This design comes from an exercise in tuning for a short achievable clock period and few clock cycles on the open sky130 flow, not from production work.
In this exercise RTL edits were held to simulation tests only and were not proved equivalent to the original.

==> flow/design.v <==
`timescale 1ns/1ps
`default_nettype none
package sodor_pkg;
    localparam int XLEN     = 32;
    localparam int NUM_REGS = 32;
    typedef logic [XLEN-1:0] word_t;
    typedef logic [31:0]     inst_t;
    typedef logic [4:0]      reg_addr_t;
    typedef logic [3:0]      alu_op_t;
    localparam logic [6:0] OP_ALU_I  = 7'b0010011;
    localparam logic [6:0] OP_ALU_R  = 7'b0110011;
    localparam logic [6:0] OP_BRANCH = 7'b1100011;
    localparam alu_op_t ALU_ADD  = 4'd0;
    localparam alu_op_t ALU_SUB  = 4'd1;
    localparam alu_op_t ALU_SLL  = 4'd2;
    localparam alu_op_t ALU_SRL  = 4'd3;
    localparam alu_op_t ALU_SRA  = 4'd4;
    localparam alu_op_t ALU_AND  = 4'd5;
    localparam alu_op_t ALU_OR   = 4'd6;
    localparam alu_op_t ALU_XOR  = 4'd7;
    localparam alu_op_t ALU_SLT  = 4'd8;
    localparam alu_op_t ALU_SLTU = 4'd9;
    localparam logic [2:0] F3_BEQ  = 3'b000;
    localparam logic [2:0] F3_BNE  = 3'b001;
    localparam logic [2:0] F3_BLT  = 3'b100;
    localparam logic [2:0] F3_BGE  = 3'b101;
    localparam logic [2:0] F3_BLTU = 3'b110;
    localparam logic [2:0] F3_BGEU = 3'b111;
    localparam inst_t NOP_INST = 32'h0000_0013;
    localparam word_t RESET_PC = '0;
    typedef struct packed {
        logic       valid;
        word_t      pc;
        logic [2:0] funct3;
        alu_op_t    alu_op;
        logic       is_alu;
        logic       is_branch;
        logic       use_imm;
        reg_addr_t  rd;
        word_t      rs1_data;
        word_t      rs2_data;
        word_t      imm;
        word_t      br_offset;
    } exe_t;
    typedef struct packed {
        logic      valid;
        reg_addr_t rd;
        word_t     data;
    } fwd_t;
    typedef struct packed {
        logic  taken;
        word_t target;
    } redirect_t;
    typedef struct packed {
        logic      valid;
        word_t     pc;
        logic      is_branch;
        logic      taken;
        logic      writes_rd;
        reg_addr_t rd;
        word_t     data;
    } retire_t;
endpackage
`default_nettype wire
`timescale 1ns/1ps
`default_nettype none
module regfile (
    input  logic                 clk,
    input  sodor_pkg::reg_addr_t rs1_addr_i,
    input  sodor_pkg::reg_addr_t rs2_addr_i,
    output sodor_pkg::word_t     rs1_data_o,
    output sodor_pkg::word_t     rs2_data_o,
    input  sodor_pkg::fwd_t      wr_i
);
    sodor_pkg::word_t regs [0:sodor_pkg::NUM_REGS-1];
    function automatic sodor_pkg::word_t read_port(input sodor_pkg::reg_addr_t addr,
                                                   input sodor_pkg::word_t stored,
                                                   input logic wr_valid,
                                                   input sodor_pkg::reg_addr_t wr_rd,
                                                   input sodor_pkg::word_t wr_data);
        sodor_pkg::word_t value;
        if (addr == '0) begin
            value = '0;
        end else if (wr_valid && (wr_rd == addr)) begin
            value = wr_data;
        end else begin
            value = stored;
        end
        read_port = value;
    endfunction
    always_ff @(posedge clk) begin
        if (wr_i.valid && (wr_i.rd != '0)) begin
            regs[wr_i.rd] <= wr_i.data;
        end
    end
    assign rs1_data_o = read_port(rs1_addr_i, regs[rs1_addr_i], wr_i.valid, wr_i.rd, wr_i.data);
    assign rs2_data_o = read_port(rs2_addr_i, regs[rs2_addr_i], wr_i.valid, wr_i.rd, wr_i.data);
endmodule
`default_nettype wire
`timescale 1ns/1ps
`default_nettype none
module front_end (
    input  logic                 clk,
    input  logic                 reset,
    input  sodor_pkg::inst_t     imem_data_i,
    output sodor_pkg::word_t     pc_o,
    input  sodor_pkg::redirect_t redirect_i,
    input  sodor_pkg::fwd_t      exe_fwd_i,
    input  sodor_pkg::fwd_t      mem_fwd_i,
    input  sodor_pkg::fwd_t      wr_i,
    output sodor_pkg::exe_t      exe_o
);
    sodor_pkg::word_t      pc_q;
    logic       if_valid_q;
    sodor_pkg::inst_t      if_inst_q;
    sodor_pkg::word_t      if_pc_q;
    sodor_pkg::exe_t       exe_d;
    sodor_pkg::exe_t       exe_q;
    logic [6:0] opcode;
    logic [6:0] funct7;
    sodor_pkg::reg_addr_t  rs1_addr;
    sodor_pkg::reg_addr_t  rs2_addr;
    sodor_pkg::word_t      rf_rs1;
    sodor_pkg::word_t      rf_rs2;
    logic       is_alu_i;
    logic       is_alu_r;
    sodor_pkg::alu_op_t    alu_op;
    function automatic sodor_pkg::word_t bypass(input sodor_pkg::reg_addr_t addr, input sodor_pkg::word_t rf_data);
        sodor_pkg::word_t value;
        if (exe_fwd_i.valid && (exe_fwd_i.rd == addr)) begin
            value = exe_fwd_i.data;
        end else if (mem_fwd_i.valid && (mem_fwd_i.rd == addr)) begin
            value = mem_fwd_i.data;
        end else begin
            value = rf_data;
        end
        bypass = value;
    endfunction
    always_ff @(posedge clk) begin
        if (reset) begin
            pc_q <= sodor_pkg::RESET_PC;
        end else if (redirect_i.taken) begin
            pc_q <= redirect_i.target;
        end else begin
            pc_q <= pc_q + 32'd4;
        end
    end
    always_ff @(posedge clk) begin
        if_valid_q <= !(reset || redirect_i.taken);
        if_inst_q  <= redirect_i.taken ? sodor_pkg::NOP_INST : imem_data_i;
        if_pc_q    <= pc_q;
    end
    assign opcode   = if_inst_q[6:0];
    assign funct7   = if_inst_q[31:25];
    assign rs1_addr = if_inst_q[19:15];
    assign rs2_addr = if_inst_q[24:20];
    assign is_alu_i = (opcode == sodor_pkg::OP_ALU_I);
    assign is_alu_r = (opcode == sodor_pkg::OP_ALU_R);
    regfile u_regfile (
        .clk        (clk),
        .rs1_addr_i (rs1_addr),
        .rs2_addr_i (rs2_addr),
        .rs1_data_o (rf_rs1),
        .rs2_data_o (rf_rs2),
        .wr_i       (wr_i)
    );
    always_comb begin
        case (if_inst_q[14:12])
            3'b000:  alu_op = (is_alu_r && funct7[5]) ? sodor_pkg::ALU_SUB : sodor_pkg::ALU_ADD;
            3'b001:  alu_op = sodor_pkg::ALU_SLL;
            3'b010:  alu_op = sodor_pkg::ALU_SLT;
            3'b011:  alu_op = sodor_pkg::ALU_SLTU;
            3'b100:  alu_op = sodor_pkg::ALU_XOR;
            3'b101:  alu_op = funct7[5] ? sodor_pkg::ALU_SRA : sodor_pkg::ALU_SRL;
            3'b110:  alu_op = sodor_pkg::ALU_OR;
            default: alu_op = sodor_pkg::ALU_AND;
        endcase
    end
    always_comb begin
        exe_d.valid     = if_valid_q;
        exe_d.pc        = if_pc_q;
        exe_d.funct3    = if_inst_q[14:12];
        exe_d.alu_op    = alu_op;
        exe_d.is_alu    = is_alu_i || is_alu_r;
        exe_d.is_branch = (opcode == sodor_pkg::OP_BRANCH);
        exe_d.use_imm   = is_alu_i;
        exe_d.rd        = if_inst_q[11:7];
        exe_d.rs1_data  = bypass(rs1_addr, rf_rs1);
        exe_d.rs2_data  = bypass(rs2_addr, rf_rs2);
        exe_d.imm       = {{20{if_inst_q[31]}}, if_inst_q[31:20]};
        exe_d.br_offset = {{19{if_inst_q[31]}}, if_inst_q[31], if_inst_q[7],
                           if_inst_q[30:25], if_inst_q[11:8], 1'b0};
    end
    always_ff @(posedge clk) begin
        exe_q <= exe_d;
        if (reset || redirect_i.taken) begin
            exe_q.valid <= 1'b0;
        end
    end
    assign pc_o  = pc_q;
    assign exe_o = exe_q;
endmodule
`default_nettype wire
`timescale 1ns/1ps
`default_nettype none
module alu_unit (
    input  sodor_pkg::exe_t exe_i,
    output sodor_pkg::fwd_t result_o
);
    sodor_pkg::word_t      op_a;
    sodor_pkg::word_t      op_b;
    sodor_pkg::word_t      result;
    logic [4:0] shamt;
    assign op_a  = exe_i.rs1_data;
    assign op_b  = exe_i.use_imm ? exe_i.imm : exe_i.rs2_data;
    assign shamt = op_b[4:0];
    always_comb begin
        case (exe_i.alu_op)
            sodor_pkg::ALU_ADD:  result = op_a + op_b;
            sodor_pkg::ALU_SUB:  result = op_a - op_b;
            sodor_pkg::ALU_SLL:  result = op_a << shamt;
            sodor_pkg::ALU_SRL:  result = op_a >> shamt;
            sodor_pkg::ALU_SRA:  result = sodor_pkg::word_t'($signed(op_a) >>> shamt);
            sodor_pkg::ALU_AND:  result = op_a & op_b;
            sodor_pkg::ALU_OR:   result = op_a | op_b;
            sodor_pkg::ALU_XOR:  result = op_a ^ op_b;
            sodor_pkg::ALU_SLT:  result = {{(sodor_pkg::XLEN-1){1'b0}}, $signed(op_a) < $signed(op_b)};
            sodor_pkg::ALU_SLTU: result = {{(sodor_pkg::XLEN-1){1'b0}}, op_a < op_b};
            default:  result = '0;
        endcase
    end
    always_comb begin
        result_o.valid = exe_i.valid && exe_i.is_alu && (exe_i.rd != '0);
        result_o.rd    = exe_i.rd;
        result_o.data  = result;
    end
endmodule
`default_nettype wire
`timescale 1ns/1ps
`default_nettype none
module branch_unit (
    input  sodor_pkg::exe_t      exe_i,
    output sodor_pkg::redirect_t redirect_o
);
    sodor_pkg::word_t rs1;
    sodor_pkg::word_t rs2;
    logic  cond;
    assign rs1 = exe_i.rs1_data;
    assign rs2 = exe_i.rs2_data;
    always_comb begin
        case (exe_i.funct3)
            sodor_pkg::F3_BEQ:  cond = (rs1 == rs2);
            sodor_pkg::F3_BNE:  cond = (rs1 != rs2);
            sodor_pkg::F3_BLT:  cond = ($signed(rs1) < $signed(rs2));
            sodor_pkg::F3_BGE:  cond = ($signed(rs1) >= $signed(rs2));
            sodor_pkg::F3_BLTU: cond = (rs1 < rs2);
            sodor_pkg::F3_BGEU: cond = (rs1 >= rs2);
            default: cond = 1'b0;
        endcase
    end
    always_comb begin
        redirect_o.taken  = exe_i.valid && exe_i.is_branch && cond;
        redirect_o.target = exe_i.pc + exe_i.br_offset;
    end
endmodule
`default_nettype wire
`timescale 1ns/1ps
`default_nettype none
module writeback_stage (
    input  logic                 clk,
    input  logic                 reset,
    input  sodor_pkg::exe_t      exe_i,
    input  sodor_pkg::fwd_t      alu_i,
    input  sodor_pkg::redirect_t redirect_i,
    output sodor_pkg::fwd_t      mem_fwd_o,
    output sodor_pkg::fwd_t      wr_o,
    output sodor_pkg::retire_t   retire_o
);
    sodor_pkg::retire_t ret_d;
    sodor_pkg::retire_t mem_q;
    sodor_pkg::retire_t wb_q;
    always_comb begin
        ret_d.valid     = exe_i.valid;
        ret_d.pc        = exe_i.pc;
        ret_d.is_branch = exe_i.is_branch;
        ret_d.taken     = redirect_i.taken;
        ret_d.writes_rd = alu_i.valid;
        ret_d.rd        = exe_i.rd;
        ret_d.data      = alu_i.data;
    end
    always_ff @(posedge clk) begin
        mem_q <= ret_d;
        wb_q  <= mem_q;
        if (reset) begin
            mem_q.valid     <= 1'b0;
            mem_q.writes_rd <= 1'b0;
            wb_q.valid      <= 1'b0;
            wb_q.writes_rd  <= 1'b0;
        end
    end
    always_comb begin
        mem_fwd_o.valid = mem_q.valid && mem_q.writes_rd;
        mem_fwd_o.rd    = mem_q.rd;
        mem_fwd_o.data  = mem_q.data;
    end
    always_comb begin
        wr_o.valid = wb_q.valid && wb_q.writes_rd;
        wr_o.rd    = wb_q.rd;
        wr_o.data  = wb_q.data;
    end
    assign retire_o = wb_q;
endmodule
`default_nettype wire
`timescale 1ns/1ps
`default_nettype none
module sodor_core (
    input  logic               clk,
    input  logic               reset,
    input  logic [31:0]        imem_data_i,
    output logic [31:0]        pc_o,
    output logic               retire_valid_o,
    output logic [31:0]        retire_pc_o,
    output logic               retire_is_branch_o,
    output logic               retire_taken_o,
    output logic               retire_writes_rd_o,
    output logic [4:0]         retire_rd_o,
    output logic [31:0]        retire_data_o
);
    sodor_pkg::retire_t   retire;
    sodor_pkg::exe_t      exe;
    sodor_pkg::fwd_t      exe_fwd;
    sodor_pkg::redirect_t redirect;
    sodor_pkg::fwd_t      mem_fwd;
    sodor_pkg::fwd_t      wr;
    front_end u_front_end (
        .clk         (clk),
        .reset       (reset),
        .imem_data_i (imem_data_i),
        .pc_o        (pc_o),
        .redirect_i  (redirect),
        .exe_fwd_i   (exe_fwd),
        .mem_fwd_i   (mem_fwd),
        .wr_i        (wr),
        .exe_o       (exe)
    );
    alu_unit u_alu_unit (
        .exe_i    (exe),
        .result_o (exe_fwd)
    );
    branch_unit u_branch_unit (
        .exe_i      (exe),
        .redirect_o (redirect)
    );
    writeback_stage u_writeback_stage (
        .clk        (clk),
        .reset      (reset),
        .exe_i      (exe),
        .alu_i      (exe_fwd),
        .redirect_i (redirect),
        .mem_fwd_o  (mem_fwd),
        .wr_o       (wr),
        .retire_o   (retire)
    );
    assign retire_valid_o     = retire.valid;
    assign retire_pc_o        = retire.pc;
    assign retire_is_branch_o = retire.is_branch;
    assign retire_taken_o     = retire.taken;
    assign retire_writes_rd_o = retire.writes_rd;
    assign retire_rd_o        = retire.rd;
    assign retire_data_o      = retire.data;
endmodule
`default_nettype wire
==> flow/run.sh <==
#!/bin/bash
# synth_recipe.tcl (not shown) runs the flow's synth.tcl, then flattens the netlist and writes it again
# the make line also repeats each setting of config.mk as NAME=value (left out here)
make -C /OpenROAD-flow-scripts/flow DESIGN_CONFIG=/design/flow/config.mk WORK_HOME=/design/flow/orfs CLKGATE_MAP_FILE= SYNTH_SCRIPT=/design/flow/synth_recipe.tcl finish
==> flow/config.mk <==
export PLATFORM = sky130hd
export DESIGN_NAME = sodor_core
export DESIGN_NICKNAME = sodor_core
export VERILOG_FILES = /design/flow/design.v
export SDC_FILE = /design/flow/constraint.sdc
export NUM_CORES = 4
export LEC_CHECK = 0
export CAP_MARGIN = 20
export CORE_MARGIN = 2
export CORE_UTILIZATION = 40
export SLEW_MARGIN = 20
==> flow/constraint.sdc <==
create_clock -name core_clock -period 6.0 [get_ports {clk}]
set_input_delay 1.2000 -clock core_clock [delete_from_list [all_inputs] [get_ports {clk}]]
set_output_delay 1.2000 -clock core_clock [all_outputs]
set_load 0.01 [all_outputs]
==> impl_metrics.ini <==
[detailed_routing]
dr.pass1.iters = 8
drc_errors = 0
vias_per_cell = 6.34
via_count = 50800
routedWlPerCell_um = 31.3
routed_wl_um = 251000
drt_iter0_drc = 6234
ant_nets = 0

[clock_network]
cts_setup_buffers = 0
htreeDepth = 4
tritoncts = built
clk_pin_slew_ps = 60
clk_latency_ps = 820
cts_resized = 0
clockBufferDepth = 3
cts_buffers = 153
cts-root-buf = clkbuf_16
cts_hold_buffers = 0
numClockSinks = 1391

[pwr]
cellLeakagePower_uw = 0.0290
p_total_uw = 26000
powerDensity_nw_per_um2 = 323
peakVddDrop_mv = 0.382

[place]
dpl_cell_area_um2 = 75200
portBuffers = 138
dp.final_hpwl_um = 159000
place.gp.congestion = 0.975
pre_cts_slack_ps = 805

[cells_and_area]
final_util_pct = 46.1
drive_gt1_share_pct = 15.3
area_delta_synth_final_pct = 14.1
final_nets = 5781
nFillCells = 15600
finalInstanceArea_um2 = 80200

[critical_path]
worstPathRequired_ps = 6620
crit_path_start_kind = flip-flop
crit_type = reg2reg
rr_worst_depth = 14
critPathMaxFanout = 28
worstPathArrival_ps = 5880
end_kind = flip-flop

[floorplanning]
start_util_pct = 40.4
die-height_um = 423
core_um2 = 174000
die_area_um2 = 179000
die_x_um = 423
num_rows = 153
io_pins = 139

[logic_synthesis]
syn_avg_cell_area_um2 = 12.9
syn-cell-area_um2 = 70300
synth_commonest_cells = edfxtp_1, mux2i_1, dfxtp_1
yosysWarningCount = 5
synth_top_area_share_pct = 43.7
synthArstFlopShare_pct = 0
yosys.cell_types.count = 90
synth_largest_area_cell = edfxtp_1
synth_seq_area_share_pct = 54.2
synth_enable_flop_cells = 1024
ys_ff_latch = 1391
synth_flop_cell = edfxtp_1
synthCells = 5451
synth.area.top_cells = edfxtp_1, dfxtp_1, mux4_2
synth_most_common_cell = edfxtp_1

[grt]
antenna_found_initial = 3
grt_pass1_wl_um = 358000
grt_usage_pct = 27.4
grt_max_degree = 91
grt_pass1_vias = 50200
overflow = 0

[timing]
grt_setup_unrepaired = false
finalClockSkew_ps = 46.5
drv_slew = 0
period_share_pct = 87.8
maxSlewHeadroom_pct = 22.3
setup_tns_ps = 0
period_needed_ps = 5270
fin_ws_ps = 735
setup_viol = 0
max_freq_ghz = 0.190
final-hold-violation-count = 0
tightest_slew_ps = 1160

[worst_hold_path]
hold_path_class = reg2reg
holdPathStages = 0

[run_status]
status = no timing/DRC/antenna violations

[job]
cap_viol_max_count = 0
==> cells in the final DEF (no fill, tap or decap), types with 18 or more instances in the layout <==
cell type        synthesis  routed
clkbuf_16                0     155
o211ai_1               137     137
a221oi_1               191     191
nand4_1                 24      24
inv_1                  166     165
nor2_1                 349     317
mux4_2                 312     312
a21oi_1                364     364
xor2_1                  28      28
a21o_1                  46      46
nor2_4                   0      32
a31oi_1                 24      24
buf_4                    0     168
clkdlybuf4s50_1          0     138
mux2i_1                613     611
nand2_1                237     237
o21ai_0                228     228
ha_1                   166     166
dfxtp_1                367     354
nor3_1                  49      45
buf_12                   0      18
xnor2_1                 79      79
o22ai_1                 29      29
conb_1                   1      32
nand3_1                 52      50
edfxtp_1              1024    1024
a22oi_1                126     126
nor2b_1                 49      48
clkbuf_1               252      44
mux2_2                  62      62
a211oi_1                56      56
and3_1                  23      21
==> state kept, by name, summed over array words and instances (netlist names) <==
name                        cells
u_front_end.u_regfile.regs   1024
u_writeback_stage.wb_q         73
u_front_end.if_valid_q          1
u_front_end.if_inst_q          32
u_writeback_stage.mem_q        73
u_front_end.exe_q             124
u_front_end.if_pc_q            32
u_front_end.pc_q               32
==> report_power, final <==
| group | internal [uW] | switching (uW) |
|---|---|---|
| Sequential | 11200 | 418 |
| Clock | 5370 | 4010 |
| Combinational | 1670 | 3290 |
| Total | 18200 | 7710 |
==> cells by family after synthesis <==
kind of cell | after synthesis | share of synthesized area (%)
AO/OA/AOI/OAI | 1370 | 13.0
multiplexers | 989 | 19.8
adder cells (fa/ha/maj) | 169 | 3.04
flip-flops | 1391 | 54.2
XOR/XNOR | 107 | 1.33
buffers and inverters | 557 | 3.13
other | 1 | 0.00533
AND/OR/NAND/NOR | 867 | 5.52
==> critical path: stages (launching register included) <==
cell and delay, ps:
dfxtp_1 470, clkinv_1 110, buf_4 250, a21boi_0 360, ha_1 430, or3_4 450
nor4_1 620, o41ai_1 250, a2111oi_0 630, buf_4 230, and3_1 150, a21oi_1 60
xnor2_1 130, a2111oi_1 800, mux2i_1 140
==> routing by layer <==
| layer | global-route usage, % | share of wire [%] | vias up | wire, um |
|---|---|---|---|---|
| met1 | 36.5 | 40 | 26100 | 102000 |
| li1 | - | - | 21600 | - |
| met5 | 0 | 0 | - | 0 |
| met2 | 43.7 | 47 | 2570 | 117000 |
| met3 | 4.91 | 8.3 | 568 | 20900 |
| met4 | 12.1 | 4.7 | 0 | 11800 |
==> stage by stage <==
stage          std cells  hold slack [ps]
3_5_place_dp        7746              312
4_1_cts             8020              325
6_report            8023              324
2_1_floorplan       5482              310
3_3_place_gp        7744              310
5_1_grt             8022              329
==> final timing paths <==
kind                                         startpoint                endpoint  slack (ps)
worst max register to register   u_front_end.exe_q[133]  u_front_end.exe_q[113]         730
worst min register to register  u_front_end.if_pc_q[31]  u_front_end.exe_q[174]         320
worst max-delay path             u_front_end.exe_q[133]  u_front_end.exe_q[113]         730
worst min-delay path            u_front_end.if_pc_q[31]  u_front_end.exe_q[174]         320
==> final cells by class <==
cell class                      count  area [um2]  share of cell area [%]
Tap cell                         2325        2910                    3.63
Sequential cell                  1391       38100                    47.5
Clock buffer                      207        4150                    5.17
Timing Repair Buffer              327        3090                    3.85
Inverter                          171         643                   0.802
Multi-Input combinational cell   3534       30500                    38.0
Antenna cell                        1        2.50                 0.00312
Clock inverter                     67         825                    1.03
Testbench counts, summed over its fixed seeds: cycles 39,964.

==> separate check: timing with driven ports <==
The flow's constraints put no driver on any port. The routed layout listed below was extracted and timed again, unchanged, in two steps.
Step 1: set_driving_cell puts a clkbuf_16 on clk and a buf_2 on each other input, an assumption about the parent block.
Step 2 also shifts input and output timing later by t, the mid clock arrival at the registers, as if the neighbouring blocks saw the same clock.
Three values: ideal ports, drivers, drivers and shift; two values: the first two.
t, ns: 0.873
setup WS [ns]: 0.735 / 0.735 / 0.735
worst setup path at the end: register to register
latest minus earliest clock arrival (ns): 0.048 / 0.048
worst data-port slew with drivers (ns): 0.11
After both steps this run still meets setup and hold. For this run, drivers alone change the setup slack by 0.000 ns; drivers and shift together by 0.000 ns.
